Source: an optimization exercise on an open RTL-to-GDS flow (aim: small area, a short achievable clock period and few clock cycles per item). Production flows keep margins and buffers that such runs may drop. The RTL was checked by simulation tests, not by an equivalence proof against the original design. Power and IR drop assume default switching activity.

$ cat flow/config.mk
export PLATFORM = sky130hd
export DESIGN_NAME = tanh_neuron_backprop_unit
export DESIGN_NICKNAME = tanh_neuron_backprop_unit
export VERILOG_FILES = /design/flow/design.v
export SDC_FILE = /design/flow/constraint.sdc
export NUM_CORES = 4
export LEC_CHECK = 0
export CAP_MARGIN = 20
export CORE_MARGIN = 2
export CORE_UTILIZATION = 40
export SLEW_MARGIN = 20
$ cat flow/constraint.sdc
create_clock -name core_clock -period 12.0 [get_ports {clock}]
set_input_delay 2.4000 -clock core_clock [delete_from_list [all_inputs] [get_ports {clock}]]
set_output_delay 2.4000 -clock core_clock [all_outputs]
set_load 0.01 [all_outputs]
$ cat flow/run.sh
#!/bin/bash
# synth_recipe.tcl (not shown) runs the flow's synth.tcl, then flattens the netlist and writes it again
# the make line also repeats each setting of config.mk as NAME=value (left out here)
make -C /OpenROAD-flow-scripts/flow DESIGN_CONFIG=/design/flow/config.mk WORK_HOME=/design/flow/orfs CLKGATE_MAP_FILE= SYNTH_SCRIPT=/design/flow/synth_recipe.tcl finish
$ cat flow/design.v
`default_nettype none
module tnbp_tanh_lut (
   input  wire logic signed [31:0] sum,
   output logic signed [15:0]      tanh_value
);
   localparam int FRAC_BITS = 12;
   localparam int TANH_DEPTH = 256;
   localparam logic signed [31:0] LIM = 32'sd4 <<< FRAC_BITS;
   logic signed [31:0] clamped;
   logic [31:0]        offset;
   logic [31:0]        bin;
   always_comb begin
      if (sum < -LIM) begin
         clamped = -LIM;
      end else if (sum > LIM - 32'sd1) begin
         clamped = LIM - 32'sd1;
      end else begin
         clamped = sum;
      end
      offset = 32'(clamped + LIM);
      bin    = (offset * 32'(TANH_DEPTH)) >> (FRAC_BITS + 3);
   end
   always_comb begin
      case (bin[7:0])
         8'd0: tanh_value = 16'hf003;
         8'd1: tanh_value = 16'hf003;
         8'd2: tanh_value = 16'hf003;
         8'd3: tanh_value = 16'hf003;
         8'd4: tanh_value = 16'hf004;
         8'd5: tanh_value = 16'hf004;
         8'd6: tanh_value = 16'hf004;
         8'd7: tanh_value = 16'hf004;
         8'd8: tanh_value = 16'hf005;
         8'd9: tanh_value = 16'hf005;
         8'd10: tanh_value = 16'hf005;
         8'd11: tanh_value = 16'hf006;
         8'd12: tanh_value = 16'hf006;
         8'd13: tanh_value = 16'hf006;
         8'd14: tanh_value = 16'hf007;
         8'd15: tanh_value = 16'hf007;
         8'd16: tanh_value = 16'hf008;
         8'd17: tanh_value = 16'hf008;
         8'd18: tanh_value = 16'hf009;
         8'd19: tanh_value = 16'hf009;
         8'd20: tanh_value = 16'hf00a;
         8'd21: tanh_value = 16'hf00b;
         8'd22: tanh_value = 16'hf00b;
         8'd23: tanh_value = 16'hf00c;
         8'd24: tanh_value = 16'hf00d;
         8'd25: tanh_value = 16'hf00e;
         8'd26: tanh_value = 16'hf00e;
         8'd27: tanh_value = 16'hf00f;
         8'd28: tanh_value = 16'hf010;
         8'd29: tanh_value = 16'hf011;
         8'd30: tanh_value = 16'hf012;
         8'd31: tanh_value = 16'hf014;
         8'd32: tanh_value = 16'hf015;
         8'd33: tanh_value = 16'hf016;
         8'd34: tanh_value = 16'hf018;
         8'd35: tanh_value = 16'hf019;
         8'd36: tanh_value = 16'hf01b;
         8'd37: tanh_value = 16'hf01d;
         8'd38: tanh_value = 16'hf01e;
         8'd39: tanh_value = 16'hf020;
         8'd40: tanh_value = 16'hf022;
         8'd41: tanh_value = 16'hf025;
         8'd42: tanh_value = 16'hf027;
         8'd43: tanh_value = 16'hf029;
         8'd44: tanh_value = 16'hf02c;
         8'd45: tanh_value = 16'hf02f;
         8'd46: tanh_value = 16'hf032;
         8'd47: tanh_value = 16'hf035;
         8'd48: tanh_value = 16'hf039;
         8'd49: tanh_value = 16'hf03c;
         8'd50: tanh_value = 16'hf040;
         8'd51: tanh_value = 16'hf044;
         8'd52: tanh_value = 16'hf048;
         8'd53: tanh_value = 16'hf04d;
         8'd54: tanh_value = 16'hf052;
         8'd55: tanh_value = 16'hf057;
         8'd56: tanh_value = 16'hf05d;
         8'd57: tanh_value = 16'hf063;
         8'd58: tanh_value = 16'hf069;
         8'd59: tanh_value = 16'hf070;
         8'd60: tanh_value = 16'hf077;
         8'd61: tanh_value = 16'hf07e;
         8'd62: tanh_value = 16'hf086;
         8'd63: tanh_value = 16'hf08f;
         8'd64: tanh_value = 16'hf098;
         8'd65: tanh_value = 16'hf0a2;
         8'd66: tanh_value = 16'hf0ac;
         8'd67: tanh_value = 16'hf0b7;
         8'd68: tanh_value = 16'hf0c2;
         8'd69: tanh_value = 16'hf0ce;
         8'd70: tanh_value = 16'hf0db;
         8'd71: tanh_value = 16'hf0e9;
         8'd72: tanh_value = 16'hf0f8;
         8'd73: tanh_value = 16'hf107;
         8'd74: tanh_value = 16'hf117;
         8'd75: tanh_value = 16'hf129;
         8'd76: tanh_value = 16'hf13b;
         8'd77: tanh_value = 16'hf14f;
         8'd78: tanh_value = 16'hf163;
         8'd79: tanh_value = 16'hf179;
         8'd80: tanh_value = 16'hf190;
         8'd81: tanh_value = 16'hf1a9;
         8'd82: tanh_value = 16'hf1c3;
         8'd83: tanh_value = 16'hf1de;
         8'd84: tanh_value = 16'hf1fb;
         8'd85: tanh_value = 16'hf219;
         8'd86: tanh_value = 16'hf23a;
         8'd87: tanh_value = 16'hf25c;
         8'd88: tanh_value = 16'hf280;
         8'd89: tanh_value = 16'hf2a5;
         8'd90: tanh_value = 16'hf2cd;
         8'd91: tanh_value = 16'hf2f7;
         8'd92: tanh_value = 16'hf323;
         8'd93: tanh_value = 16'hf352;
         8'd94: tanh_value = 16'hf383;
         8'd95: tanh_value = 16'hf3b6;
         8'd96: tanh_value = 16'hf3ec;
         8'd97: tanh_value = 16'hf424;
         8'd98: tanh_value = 16'hf45f;
         8'd99: tanh_value = 16'hf49d;
         8'd100: tanh_value = 16'hf4dd;
         8'd101: tanh_value = 16'hf521;
         8'd102: tanh_value = 16'hf567;
         8'd103: tanh_value = 16'hf5b1;
         8'd104: tanh_value = 16'hf5fd;
         8'd105: tanh_value = 16'hf64c;
         8'd106: tanh_value = 16'hf69f;
         8'd107: tanh_value = 16'hf6f4;
         8'd108: tanh_value = 16'hf74d;
         8'd109: tanh_value = 16'hf7a9;
         8'd110: tanh_value = 16'hf807;
         8'd111: tanh_value = 16'hf869;
         8'd112: tanh_value = 16'hf8ce;
         8'd113: tanh_value = 16'hf935;
         8'd114: tanh_value = 16'hf9a0;
         8'd115: tanh_value = 16'hfa0d;
         8'd116: tanh_value = 16'hfa7c;
         8'd117: tanh_value = 16'hfaee;
         8'd118: tanh_value = 16'hfb63;
         8'd119: tanh_value = 16'hfbd9;
         8'd120: tanh_value = 16'hfc51;
         8'd121: tanh_value = 16'hfccb;
         8'd122: tanh_value = 16'hfd47;
         8'd123: tanh_value = 16'hfdc4;
         8'd124: tanh_value = 16'hfe42;
         8'd125: tanh_value = 16'hfec1;
         8'd126: tanh_value = 16'hff40;
         8'd127: tanh_value = 16'hffc0;
         8'd128: tanh_value = 16'h0040;
         8'd129: tanh_value = 16'h00c0;
         8'd130: tanh_value = 16'h013f;
         8'd131: tanh_value = 16'h01be;
         8'd132: tanh_value = 16'h023c;
         8'd133: tanh_value = 16'h02b9;
         8'd134: tanh_value = 16'h0335;
         8'd135: tanh_value = 16'h03af;
         8'd136: tanh_value = 16'h0427;
         8'd137: tanh_value = 16'h049d;
         8'd138: tanh_value = 16'h0512;
         8'd139: tanh_value = 16'h0584;
         8'd140: tanh_value = 16'h05f3;
         8'd141: tanh_value = 16'h0660;
         8'd142: tanh_value = 16'h06cb;
         8'd143: tanh_value = 16'h0732;
         8'd144: tanh_value = 16'h0797;
         8'd145: tanh_value = 16'h07f9;
         8'd146: tanh_value = 16'h0857;
         8'd147: tanh_value = 16'h08b3;
         8'd148: tanh_value = 16'h090c;
         8'd149: tanh_value = 16'h0961;
         8'd150: tanh_value = 16'h09b4;
         8'd151: tanh_value = 16'h0a03;
         8'd152: tanh_value = 16'h0a4f;
         8'd153: tanh_value = 16'h0a99;
         8'd154: tanh_value = 16'h0adf;
         8'd155: tanh_value = 16'h0b23;
         8'd156: tanh_value = 16'h0b63;
         8'd157: tanh_value = 16'h0ba1;
         8'd158: tanh_value = 16'h0bdc;
         8'd159: tanh_value = 16'h0c14;
         8'd160: tanh_value = 16'h0c4a;
         8'd161: tanh_value = 16'h0c7d;
         8'd162: tanh_value = 16'h0cae;
         8'd163: tanh_value = 16'h0cdd;
         8'd164: tanh_value = 16'h0d09;
         8'd165: tanh_value = 16'h0d33;
         8'd166: tanh_value = 16'h0d5b;
         8'd167: tanh_value = 16'h0d80;
         8'd168: tanh_value = 16'h0da4;
         8'd169: tanh_value = 16'h0dc6;
         8'd170: tanh_value = 16'h0de7;
         8'd171: tanh_value = 16'h0e05;
         8'd172: tanh_value = 16'h0e22;
         8'd173: tanh_value = 16'h0e3d;
         8'd174: tanh_value = 16'h0e57;
         8'd175: tanh_value = 16'h0e70;
         8'd176: tanh_value = 16'h0e87;
         8'd177: tanh_value = 16'h0e9d;
         8'd178: tanh_value = 16'h0eb1;
         8'd179: tanh_value = 16'h0ec5;
         8'd180: tanh_value = 16'h0ed7;
         8'd181: tanh_value = 16'h0ee9;
         8'd182: tanh_value = 16'h0ef9;
         8'd183: tanh_value = 16'h0f08;
         8'd184: tanh_value = 16'h0f17;
         8'd185: tanh_value = 16'h0f25;
         8'd186: tanh_value = 16'h0f32;
         8'd187: tanh_value = 16'h0f3e;
         8'd188: tanh_value = 16'h0f49;
         8'd189: tanh_value = 16'h0f54;
         8'd190: tanh_value = 16'h0f5e;
         8'd191: tanh_value = 16'h0f68;
         8'd192: tanh_value = 16'h0f71;
         8'd193: tanh_value = 16'h0f7a;
         8'd194: tanh_value = 16'h0f82;
         8'd195: tanh_value = 16'h0f89;
         8'd196: tanh_value = 16'h0f90;
         8'd197: tanh_value = 16'h0f97;
         8'd198: tanh_value = 16'h0f9d;
         8'd199: tanh_value = 16'h0fa3;
         8'd200: tanh_value = 16'h0fa9;
         8'd201: tanh_value = 16'h0fae;
         8'd202: tanh_value = 16'h0fb3;
         8'd203: tanh_value = 16'h0fb8;
         8'd204: tanh_value = 16'h0fbc;
         8'd205: tanh_value = 16'h0fc0;
         8'd206: tanh_value = 16'h0fc4;
         8'd207: tanh_value = 16'h0fc7;
         8'd208: tanh_value = 16'h0fcb;
         8'd209: tanh_value = 16'h0fce;
         8'd210: tanh_value = 16'h0fd1;
         8'd211: tanh_value = 16'h0fd4;
         8'd212: tanh_value = 16'h0fd7;
         8'd213: tanh_value = 16'h0fd9;
         8'd214: tanh_value = 16'h0fdb;
         8'd215: tanh_value = 16'h0fde;
         8'd216: tanh_value = 16'h0fe0;
         8'd217: tanh_value = 16'h0fe2;
         8'd218: tanh_value = 16'h0fe3;
         8'd219: tanh_value = 16'h0fe5;
         8'd220: tanh_value = 16'h0fe7;
         8'd221: tanh_value = 16'h0fe8;
         8'd222: tanh_value = 16'h0fea;
         8'd223: tanh_value = 16'h0feb;
         8'd224: tanh_value = 16'h0fec;
         8'd225: tanh_value = 16'h0fee;
         8'd226: tanh_value = 16'h0fef;
         8'd227: tanh_value = 16'h0ff0;
         8'd228: tanh_value = 16'h0ff1;
         8'd229: tanh_value = 16'h0ff2;
         8'd230: tanh_value = 16'h0ff2;
         8'd231: tanh_value = 16'h0ff3;
         8'd232: tanh_value = 16'h0ff4;
         8'd233: tanh_value = 16'h0ff5;
         8'd234: tanh_value = 16'h0ff5;
         8'd235: tanh_value = 16'h0ff6;
         8'd236: tanh_value = 16'h0ff7;
         8'd237: tanh_value = 16'h0ff7;
         8'd238: tanh_value = 16'h0ff8;
         8'd239: tanh_value = 16'h0ff8;
         8'd240: tanh_value = 16'h0ff9;
         8'd241: tanh_value = 16'h0ff9;
         8'd242: tanh_value = 16'h0ffa;
         8'd243: tanh_value = 16'h0ffa;
         8'd244: tanh_value = 16'h0ffa;
         8'd245: tanh_value = 16'h0ffb;
         8'd246: tanh_value = 16'h0ffb;
         8'd247: tanh_value = 16'h0ffb;
         8'd248: tanh_value = 16'h0ffc;
         8'd249: tanh_value = 16'h0ffc;
         8'd250: tanh_value = 16'h0ffc;
         8'd251: tanh_value = 16'h0ffc;
         8'd252: tanh_value = 16'h0ffd;
         8'd253: tanh_value = 16'h0ffd;
         8'd254: tanh_value = 16'h0ffd;
         8'd255: tanh_value = 16'h0ffd;
         default: tanh_value = 16'h0000;
      endcase
   end
endmodule
`default_nettype wire
`default_nettype none
module tanh_neuron_backprop_unit #(
   parameter int NUM_INPUTS = 64
) (
   input  wire logic               clock,
   input  wire logic               reset,
   input  wire logic               req_valid,
   output logic                    req_ready,
   input  wire logic [2:0]         req_cmd,
   input  wire logic [5:0]         req_element_index,
   input  wire logic signed [15:0] req_value,
   input  wire logic signed [15:0] req_link_weight,
   input  wire logic               req_last,
   output logic                    rsp_valid,
   input  wire logic               rsp_ready,
   output logic [1:0]              rsp_kind,
   output logic signed [15:0]      rsp_result_value,
   output logic [5:0]              rsp_result_index,
   output logic                    rsp_saturated,
   input  wire logic               csr_valid,
   output logic                    csr_ready,
   input  wire logic [1:0]         csr_index,
   input  wire logic [15:0]        csr_data
);
   localparam int FRAC_BITS = 12;
   localparam int VALUE_W   = 16;
   localparam int INDEX_W   = 6;
   localparam logic [2:0] CMD_FORWARD = 3'd0;
   localparam logic [2:0] CMD_TARGET  = 3'd1;
   localparam logic [2:0] CMD_HIDDEN  = 3'd2;
   localparam logic [2:0] CMD_UPDATE  = 3'd3;
   localparam logic [2:0] CMD_LOAD    = 3'd4;
   localparam logic [1:0] KIND_OUTPUT   = 2'd0;
   localparam logic [1:0] KIND_GRADIENT = 2'd1;
   localparam logic [1:0] KIND_WEIGHT   = 2'd2;
   localparam logic [1:0] CSR_LEARNING_RATE = 2'd0;
   localparam logic [1:0] CSR_MOMENTUM      = 2'd1;
   typedef struct packed {
      logic                       flag;
      logic signed [VALUE_W-1:0]  value;
   } sat_type;
   function automatic logic [VALUE_W:0] sat16(input logic signed [63:0] x);
      if (x < -64'sd32768) begin
         sat16 = {1'b1, 16'h8000};
      end else if (x > 64'sd32767) begin
         sat16 = {1'b1, 16'h7FFF};
      end else begin
         sat16 = {1'b0, x[VALUE_W-1:0]};
      end
   endfunction
   localparam int AW = (NUM_INPUTS > 1) ? $clog2(NUM_INPUTS) : 1;
   localparam int IW = (AW > INDEX_W) ? AW : INDEX_W;
   localparam logic signed [18:0] DERIV_ONE = 19'sd1 <<< FRAC_BITS;
   typedef enum logic [5:0] {
      ST_CLEAR = 6'b000001,
      ST_IDLE  = 6'b000010,
      ST_MUL1  = 6'b000100,
      ST_MUL2  = 6'b001000,
      ST_MUL3  = 6'b010000,
      ST_DONE  = 6'b100000
   } state_type;
   state_type state_ff, state_in;
   logic [AW-1:0] clr_ff, clr_in;
   logic signed [VALUE_W-1:0] weight_mem [NUM_INPUTS];
   logic signed [VALUE_W-1:0] delta_mem  [NUM_INPUTS];
   logic signed [VALUE_W-1:0] w_rd_ff, d_rd_ff;
   logic [15:0] eta_ff, alpha_ff;
   logic [2:0]                cmd_ff;
   logic [INDEX_W-1:0]        idx_ff;
   logic signed [VALUE_W-1:0] val_ff, link_ff;
   logic                      last_ff, ok_ff;
   logic signed [31:0]        acc_ff, acc_in;
   logic signed [VALUE_W-1:0] out_ff, out_in;
   logic signed [VALUE_W-1:0] grad_ff, grad_in;
   logic signed [33:0] p1_ff, p1_in;
   logic signed [32:0] q1_ff, q1_in;
   logic signed [49:0] p2_ff, p2_in;
   logic signed [50:0] p3_ff, p3_in;
   logic                      rsp_valid_ff;
   logic [1:0]                kind_ff;
   logic signed [VALUE_W-1:0] res_ff;
   logic [INDEX_W-1:0]        ridx_ff;
   logic                      sat_ff;
   logic                      accept, ok_in, done_go, emit;
   logic [IW-1:0]             idx_ext;
   logic [AW-1:0]             rd_addr, wr_addr;
   logic signed [VALUE_W-1:0] tanh_value;
   logic signed [32:0]        acc_sum;
   logic signed [18:0]        deriv;
   logic signed [16:0]        diff;
   sat_type                   g_sat, d_sat, w_sat;
   logic                      w_we, d_we;
   logic signed [VALUE_W-1:0] w_wd;
   logic [1:0]                kind_in;
   logic signed [VALUE_W-1:0] res_in;
   logic [INDEX_W-1:0]        ridx_in;
   logic                      sat_in;
   assign accept    = req_valid && req_ready;
   assign req_ready = (state_ff == ST_IDLE);
   assign csr_ready = 1'b1;
   assign idx_ext   = IW'(req_element_index);
   assign rd_addr   = idx_ext[AW-1:0];
   assign ok_in     = {{(32-INDEX_W){1'b0}}, req_element_index} < 32'(NUM_INPUTS);
   assign done_go   = (state_ff == ST_DONE) && (!rsp_valid_ff || rsp_ready);
   always_ff @(posedge clock) begin
      if (reset) begin
         eta_ff   <= 16'd9830;
         alpha_ff <= 16'd6554;
      end else if (csr_valid) begin
         if (csr_index == CSR_LEARNING_RATE) begin
            eta_ff <= csr_data;
         end else if (csr_index == CSR_MOMENTUM) begin
            alpha_ff <= csr_data;
         end
      end
   end
   always_comb begin
      state_in = state_ff;
      clr_in   = clr_ff;
      case (state_ff)
         ST_CLEAR: begin
            clr_in = clr_ff + AW'(1);
            if (clr_ff == AW'(NUM_INPUTS - 1)) begin
               state_in = ST_IDLE;
            end
         end
         ST_IDLE:  if (accept) state_in = ST_MUL1;
         ST_MUL1:  state_in = ST_MUL2;
         ST_MUL2:  state_in = ST_MUL3;
         ST_MUL3:  state_in = ST_DONE;
         ST_DONE:  if (done_go) state_in = ST_IDLE;
         default:  state_in = ST_IDLE;
      endcase
   end
   always_ff @(posedge clock) begin
      if (reset) begin
         state_ff <= ST_CLEAR;
         clr_ff   <= '0;
      end else begin
         state_ff <= state_in;
         clr_ff   <= clr_in;
      end
   end
   always_ff @(posedge clock) begin
      if (accept) begin
         cmd_ff  <= req_cmd;
         idx_ff  <= req_element_index;
         val_ff  <= req_value;
         link_ff <= req_link_weight;
         last_ff <= req_last;
         ok_ff   <= ok_in;
      end
   end
   assign wr_addr = (state_ff == ST_CLEAR) ? clr_ff : idx_ff[AW-1:0];
   always_ff @(posedge clock) begin
      if (w_we) begin
         weight_mem[wr_addr] <= w_wd;
      end
      if (accept) begin
         w_rd_ff <= weight_mem[rd_addr];
      end
   end
   always_ff @(posedge clock) begin
      if (d_we) begin
         delta_mem[wr_addr] <= (state_ff == ST_CLEAR) ? '0 : d_sat.value;
      end
      if (accept) begin
         d_rd_ff <= delta_mem[rd_addr];
      end
   end
   always_comb begin
      p1_in = '0;
      q1_in = 33'(signed'({1'b0, alpha_ff})) * 33'(d_rd_ff);
      case (cmd_ff)
         CMD_FORWARD: p1_in = 34'(val_ff) * 34'(ok_ff ? w_rd_ff : 16'sd0);
         CMD_HIDDEN:  p1_in = 34'(link_ff) * 34'(val_ff);
         CMD_UPDATE:  p1_in = 34'(signed'({1'b0, eta_ff})) * 34'(val_ff);
         default:     p1_in = '0;
      endcase
   end
   always_comb begin
      acc_sum = 33'(acc_ff) + 33'(p1_ff >>> FRAC_BITS);
      if (cmd_ff == CMD_UPDATE) begin
         p2_in = 50'(p1_ff) * 50'(grad_ff);
      end else begin
         p2_in = 50'(out_ff) * 50'(out_ff);
      end
   end
   always_comb begin
      deriv = DERIV_ONE - 19'(p2_ff >>> FRAC_BITS);
      diff  = 17'(val_ff) - 17'(out_ff);
      case (cmd_ff)
         CMD_TARGET: p3_in = 51'(diff) * 51'(deriv);
         CMD_HIDDEN: p3_in = 51'(acc_ff) * 51'(deriv);
         CMD_UPDATE: p3_in = 51'(p2_ff) + (51'(q1_ff) <<< FRAC_BITS);
         default:    p3_in = '0;
      endcase
   end
   always_ff @(posedge clock) begin
      if (state_ff == ST_MUL1) begin
         p1_ff <= p1_in;
         q1_ff <= q1_in;
      end
      if (state_ff == ST_MUL2) begin
         p2_ff <= p2_in;
      end
      if (state_ff == ST_MUL3) begin
         p3_ff <= p3_in;
      end
   end
   tnbp_tanh_lut u_tanh (
      .sum        (acc_ff),
      .tanh_value (tanh_value)
   );
   always_comb begin
      g_sat   = sat16(64'(p3_ff >>> FRAC_BITS));
      d_sat   = sat16(64'(p3_ff >>> (16 + FRAC_BITS)));
      w_sat   = sat16(64'(17'(w_rd_ff) + 17'(d_sat.value)));
      acc_in  = acc_ff;
      out_in  = out_ff;
      grad_in = grad_ff;
      w_we    = 1'b0;
      d_we    = (state_ff == ST_CLEAR);
      w_wd    = w_sat.value;
      emit    = 1'b0;
      kind_in = KIND_OUTPUT;
      res_in  = '0;
      ridx_in = '0;
      sat_in  = 1'b0;
      if (state_ff == ST_MUL2 && (cmd_ff == CMD_FORWARD || cmd_ff == CMD_HIDDEN)) begin
         if (acc_sum > 33'sh0_7FFF_FFFF) begin
            acc_in = 32'sh7FFF_FFFF;
         end else if (acc_sum < -33'sh0_8000_0000) begin
            acc_in = 32'sh8000_0000;
         end else begin
            acc_in = acc_sum[31:0];
         end
      end
      if (done_go) begin
         case (cmd_ff)
            CMD_FORWARD: if (last_ff) begin
               out_in  = tanh_value;
               acc_in  = '0;
               emit    = 1'b1;
               kind_in = KIND_OUTPUT;
               res_in  = tanh_value;
            end
            CMD_TARGET: begin
               grad_in = g_sat.value;
               emit    = 1'b1;
               kind_in = KIND_GRADIENT;
               res_in  = g_sat.value;
               sat_in  = g_sat.flag;
            end
            CMD_HIDDEN: if (last_ff) begin
               grad_in = g_sat.value;
               acc_in  = '0;
               emit    = 1'b1;
               kind_in = KIND_GRADIENT;
               res_in  = g_sat.value;
               sat_in  = g_sat.flag;
            end
            CMD_UPDATE: begin
               emit    = 1'b1;
               kind_in = KIND_WEIGHT;
               ridx_in = idx_ff;
               if (ok_ff) begin
                  w_we   = 1'b1;
                  d_we   = 1'b1;
                  res_in = w_sat.value;
                  sat_in = d_sat.flag || w_sat.flag;
               end
            end
            CMD_LOAD: begin
               w_we = ok_ff;
               w_wd = val_ff;
            end
            default: ;
         endcase
      end
   end
   always_ff @(posedge clock) begin
      if (reset) begin
         acc_ff  <= '0;
         out_ff  <= '0;
         grad_ff <= '0;
      end else begin
         acc_ff  <= acc_in;
         out_ff  <= out_in;
         grad_ff <= grad_in;
      end
   end
   always_ff @(posedge clock) begin
      if (reset) begin
         rsp_valid_ff <= 1'b0;
      end else if (emit) begin
         rsp_valid_ff <= 1'b1;
      end else if (rsp_ready) begin
         rsp_valid_ff <= 1'b0;
      end
   end
   always_ff @(posedge clock) begin
      if (emit) begin
         kind_ff <= kind_in;
         res_ff  <= res_in;
         ridx_ff <= ridx_in;
         sat_ff  <= sat_in;
      end
   end
   assign rsp_valid        = rsp_valid_ff;
   assign rsp_kind         = kind_ff;
   assign rsp_result_value = res_ff;
   assign rsp_result_index = ridx_ff;
   assign rsp_saturated    = sat_ff;
endmodule
`default_nettype wire
==> summary.txt <==
Status
  – Status: finished clean

Yosys
  – Mux contribution to synthesized area: 7.87%
  – Mean Syn Cell Area: 12.3 µm²
  – Post-synthesis sequential area ratio: between 30% and 40%
  – Asr flop ratio synth: 0%
  – Mapped Cells: 15800
  – Post-synth EDFFs: 2290
  – Warnings, synthesis: 2
  – Largest family of logic cells by synthesized area: adder cells
  – Net Count, Synth: 19400
  – Post-synthesis xor/xnor area fraction: 1.71%
  – Synth Cell Area: just under 200000 µm²
  – #FFs+latches synth: 2396
  – Post-synth cell types: 110
  – Ys flop type: edfxtp_1
  – Compound-cell area share of the yosys netlist: 4.37%
  – Post-synthesis adder-cell area fraction: 32.4%
  – Post-Synth Simple-Gate Area: about a tenth

Floorplanning
  – I/O pins: 93
  – Starting density of the core: around two fifths
  – Horiz. Die Dim: roughly 700 µm
  – Chip height: 700 µm
  – Die ar.: 491000 µm²
  – Core area: 483000 µm²
  – Row Count: 255

GRT
  – GR Util All Layers: 22.5%
  – Initial antenna violation count: 36
  – First-pass GRT wire length: 827 mm
  – Vias in the first global route: 127000
  – Largest net degree at the start of global routing: around 150
  – Grt ovf: 0

Drt
  – Vias: between 100k and 150k
  – Antenna Nets Post-Route: 0
  – Starting DRC count in detailed routing: 10700
  – Vias per inst: roughly 5.4
  – DRC viols: 0
  – DR WL/cell: 24.3 µm
  – Initial DRT Pass Iterations: 6
  – Final wirelength: 546 mm

Timing
  – Final Max Tran Viols: 0
  – Final hold vios: 0
  – TNS Setup: 0 ns
  – Worst rel slew slack: 18.9%
  – RSZ-0062 raised after global routing: no
  – Peak Freq: 91.4 MHz
  – Setup Skew: 0.0802 ns
  – Final setup vio count: 0
  – Actual slew at the worst max-slew pin: 1.22 ns
  – Fin crit share: between 90 and 100%
  – Tmin final: roughly 11 ns

Clock network
  – CTS clk-pin slew, worst paths: about 0.060 ns
  – PostCTS Resize Cnt: 0
  – CTS sink count: 2396
  – Max Buffers Root-to-Sink: 4
  – CTS Root Cell: clkbuf_16
  – Htree depth: 5
  – TritonCTS Buffers: 267
  – CTS Hold Bufs: 0
  – CTS tree: built
  – Post-CTS Setup Inserts: 0
  – Clock insertion delay at the later pin of the skew report: 0.92 ns

Placed design
  – Final Wtd Congestion: 0.938
  – IO Port Bufs: 91
  – Detailed Place HPWL: 393 mm
  – Placed cell area: 204000 µm²

Hold path
  – Worst Hold Endpoint: acc_ff[14]$_SDFF_PP0_
  – WHS Path Cells: 2
  – Hold Crit Start: acc_ff[14]$_SDFF_PP0_
  – Min-Delay Path Class: flip-flop to flip-flop

Setup path
  – Highest net fanout along the worst path: 16
  – Reg2reg start: out_ff[2]$_SDFFE_PP0P_
  – Endpoint type of the worst setup path: flip-flop
  – R2R Path End: p3_ff[36]$_SDFFCE_PP0P_
  – Arr. time, crit path: 11.56 ns
  – CP Launch Type: flip-flop
  – R2R depth: 35
  – Worst path max stage delay: 0.65 ns
  – CP most frequent cell: fa_1
  – CP required: 12.63 ns
  – WS Path Type: flip-flop to flip-flop
  – Slowest cell on the critical path: a21boi_0
  – Reg2Reg Setup Slack: 1.06 ns

Job
  – Max Cap Viol: 0

Power and ir drop
  – Total power draw: 40.2 mW
  – Logic pwr share: 54.8%
  – Static Leak: 82.3 nW
  – P_int: 23.3 mW
  – VDD IR-drop max: 0.000492 V
  – Sequential power share: 25.4%
  – Clock network power share: 19.9%
  – Sw Share: 41.9%
  – Pwr dens: 189 nW/µm²
  – Psw: 16.8 mW

Final layout
  – Layout cells sized above 1: 10.1%
  – Layout net count: 19400
  – P&R area growth vs syn: 9.38%
  – Most frequent cells in the layout: inv_1 (2855), fa_1 (2538), edfxtp_1 (2290)
  – Final instance area: 212000 µm²
  – Commonest non-fill, non-tap cell in the layout: inv_1
## registers in the layout, indices dropped and copies added (netlist names), 13 cells and up
name and count:
alpha_ff 16, d_rd_ff 16, grad_ff 16, delta_mem 1024, link_ff 16, p3_ff 39
p1_ff 33, acc_ff 32, res_ff 16, eta_ff 16, out_ff 13, val_ff 16
q1_ff 33, w_rd_ff 16, weight_mem 1024, p2_ff 38
## synth_stat cells, types with 13 or more instances
cell type | instances | area (µm²)
o221ai_1 | 30 | 263
a211oi_1 | 51 | 383
fa_1 | 2538 | 50800
o21ai_0 | 264 | 1320
nor2_1 | 791 | 2970
mux4_2 | 672 | 15100
buf_1 | 69 | 259
buf_2 | 23 | 115
a22oi_1 | 37 | 278
a31oi_1 | 36 | 225
o21ai_1 | 44 | 220
nand3b_1 | 38 | 285
or3_1 | 33 | 206
o2111ai_1 | 17 | 149
nand2_1 | 1176 | 4410
a21o_1 | 123 | 923
or4_1 | 16 | 120
and2_1 | 1346 | 8420
ha_1 | 958 | 12000
nor2b_1 | 33 | 206
edfxtp_1 | 2290 | 68800
or2_2 | 41 | 257
nand3_1 | 93 | 465
o21bai_1 | 41 | 308
a21oi_1 | 393 | 1970
xnor2_1 | 239 | 2090
a2111oi_0 | 13 | 114
dfxtp_1 | 106 | 2120
nor3_1 | 103 | 515
nand4_1 | 40 | 250
xor2_1 | 138 | 1210
and3_1 | 26 | 163
inv_1 | 2857 | 10700
clkbuf_1 | 638 | 2390
o21a_1 | 36 | 270
nor3b_1 | 15 | 113
nor4_1 | 26 | 163
nand2b_1 | 125 | 782
o211ai_1 | 40 | 300
o31ai_1 | 20 | 150
## how the worst max path moves through the flow
stage,from,endpoint,cells past startpoint
2_1_floorplan,p2_ff[12]$_DFFE_PN_,p3_ff[50]$_SDFFCE_PP0P_,32
3_3_place_gp,out_ff[2]$_SDFFE_PP0P_,p3_ff[45]$_SDFFCE_PP0P_,35
3_5_place_dp,out_ff[2]$_SDFFE_PP0P_,p3_ff[36]$_SDFFCE_PP0P_,35
4_1_cts,out_ff[2]$_SDFFE_PP0P_,p3_ff[36]$_SDFFCE_PP0P_,35
5_1_grt,out_ff[2]$_SDFFE_PP0P_,p3_ff[36]$_SDFFCE_PP0P_,35
6_report,out_ff[2]$_SDFFE_PP0P_,p3_ff[36]$_SDFFCE_PP0P_,35
## layer usage
metal | up-vias | GRT usage (%) | routed length [µm]
li1 | 52100 | - | -
met1 | 63200 | 31.0 | 228000
met2 | 4438 | 35.7 | 252000
met3 | 961 | 4.14 | 42700
met4 | 20 | 8.06 | 22900
met5 | - | 0 | 130
## kinds of logic (layout without fill, tap and decap cells)
kind of cell             after synthesis  after routing
AND/OR/NAND/NOR                     3940           3940
multiplexers                         684            684
buffers and inverters               3603           3822
AO/OA/AOI/OAI                       1320           1320
adder cells (fa/ha/maj)             3499           3499
other                                  1             23
flip-flops                          2396           2396
XOR/XNOR                             378            378
## metrics by stage
step	setup slack (ns)	std cells	hold WS [ns]	utilization, %
6_report	1.06	22500	0.461	44.0
2_1_floorplan	2.93	15800	0.448	-
5_1_grt	0.423	22500	0.482	44.0
3_3_place_gp	1.36	22000	0.440	42.2
4_1_cts	1.21	22500	0.459	43.9
3_5_place_dp	1.19	22000	0.450	42.2
## power by group through the flow
stage / registers, mW / logic (mW) / clock network (mW)
floorplan: 10.3 / 15.8 / 0
global placement: 10.4 / 21.7 / 0
detailed placement: 10.4 / 21.9 / 0
CTS: 10.2 / 22.0 / 8.14
global route: 10.2 / 24.7 / 8.46
finish: 10.2 / 22.0 / 7.98
## worst max-delay path: cells and delay by family, from the launching register on
family / cells / cell delay [ns]
AND/OR/NAND/NOR: 6 / 1.15
AO/OA/AOI/OAI: 17 / 4.87
adder cells (fa/ha/maj): 8 / 3.66
flip-flops: 1 / 0.60
buffers and inverters: 4 / 0.39
## layout make-up
| class | count | area (µm²) |
|---|---|---|
| clock inverters | 127 | 1230 |
| repair buffers | 484 | 3920 |
| fillers | 44100 | 271000 |
| diodes | 22 | 55.1 |
| inverters | 2868 | 10800 |
| multi-input cells | 9822 | 110000 |
| flip-flops and latches | 2396 | 70900 |
| clock buffers | 343 | 7150 |
| well taps | 6425 | 8040 |
Testbench counts, summed over its fixed seeds: cycles 44,480, commands 8,792.

==> separate check: timing with driven ports <==
The flow's constraints put no driver on any port. The routed layout listed below was extracted and timed again, unchanged, in two steps.
Step 1 assumes that a clkbuf_16 drives the clock port and a buf_2 every other input.
Step 2, shift: input delay + t, output delay - t, t = (earliest + latest rising clock arrival at the registers) / 2. This alone moves slack from input paths to output paths.
Slacks: no drivers / after step 1 / after step 2; pairs: no drivers / after step 1.
t (ns): 0.990
setup slack, ns: 1.065 / 1.065 / 1.065
worst setup path after step 2: register to register
worst slew at a driven data input, ns: 0.24
pins driven straight from the clock port: 1
After both steps setup and hold are still met in this run. The setup slack of this run moves by 0.000 ns with the drivers and by 0.000 ns with both steps.
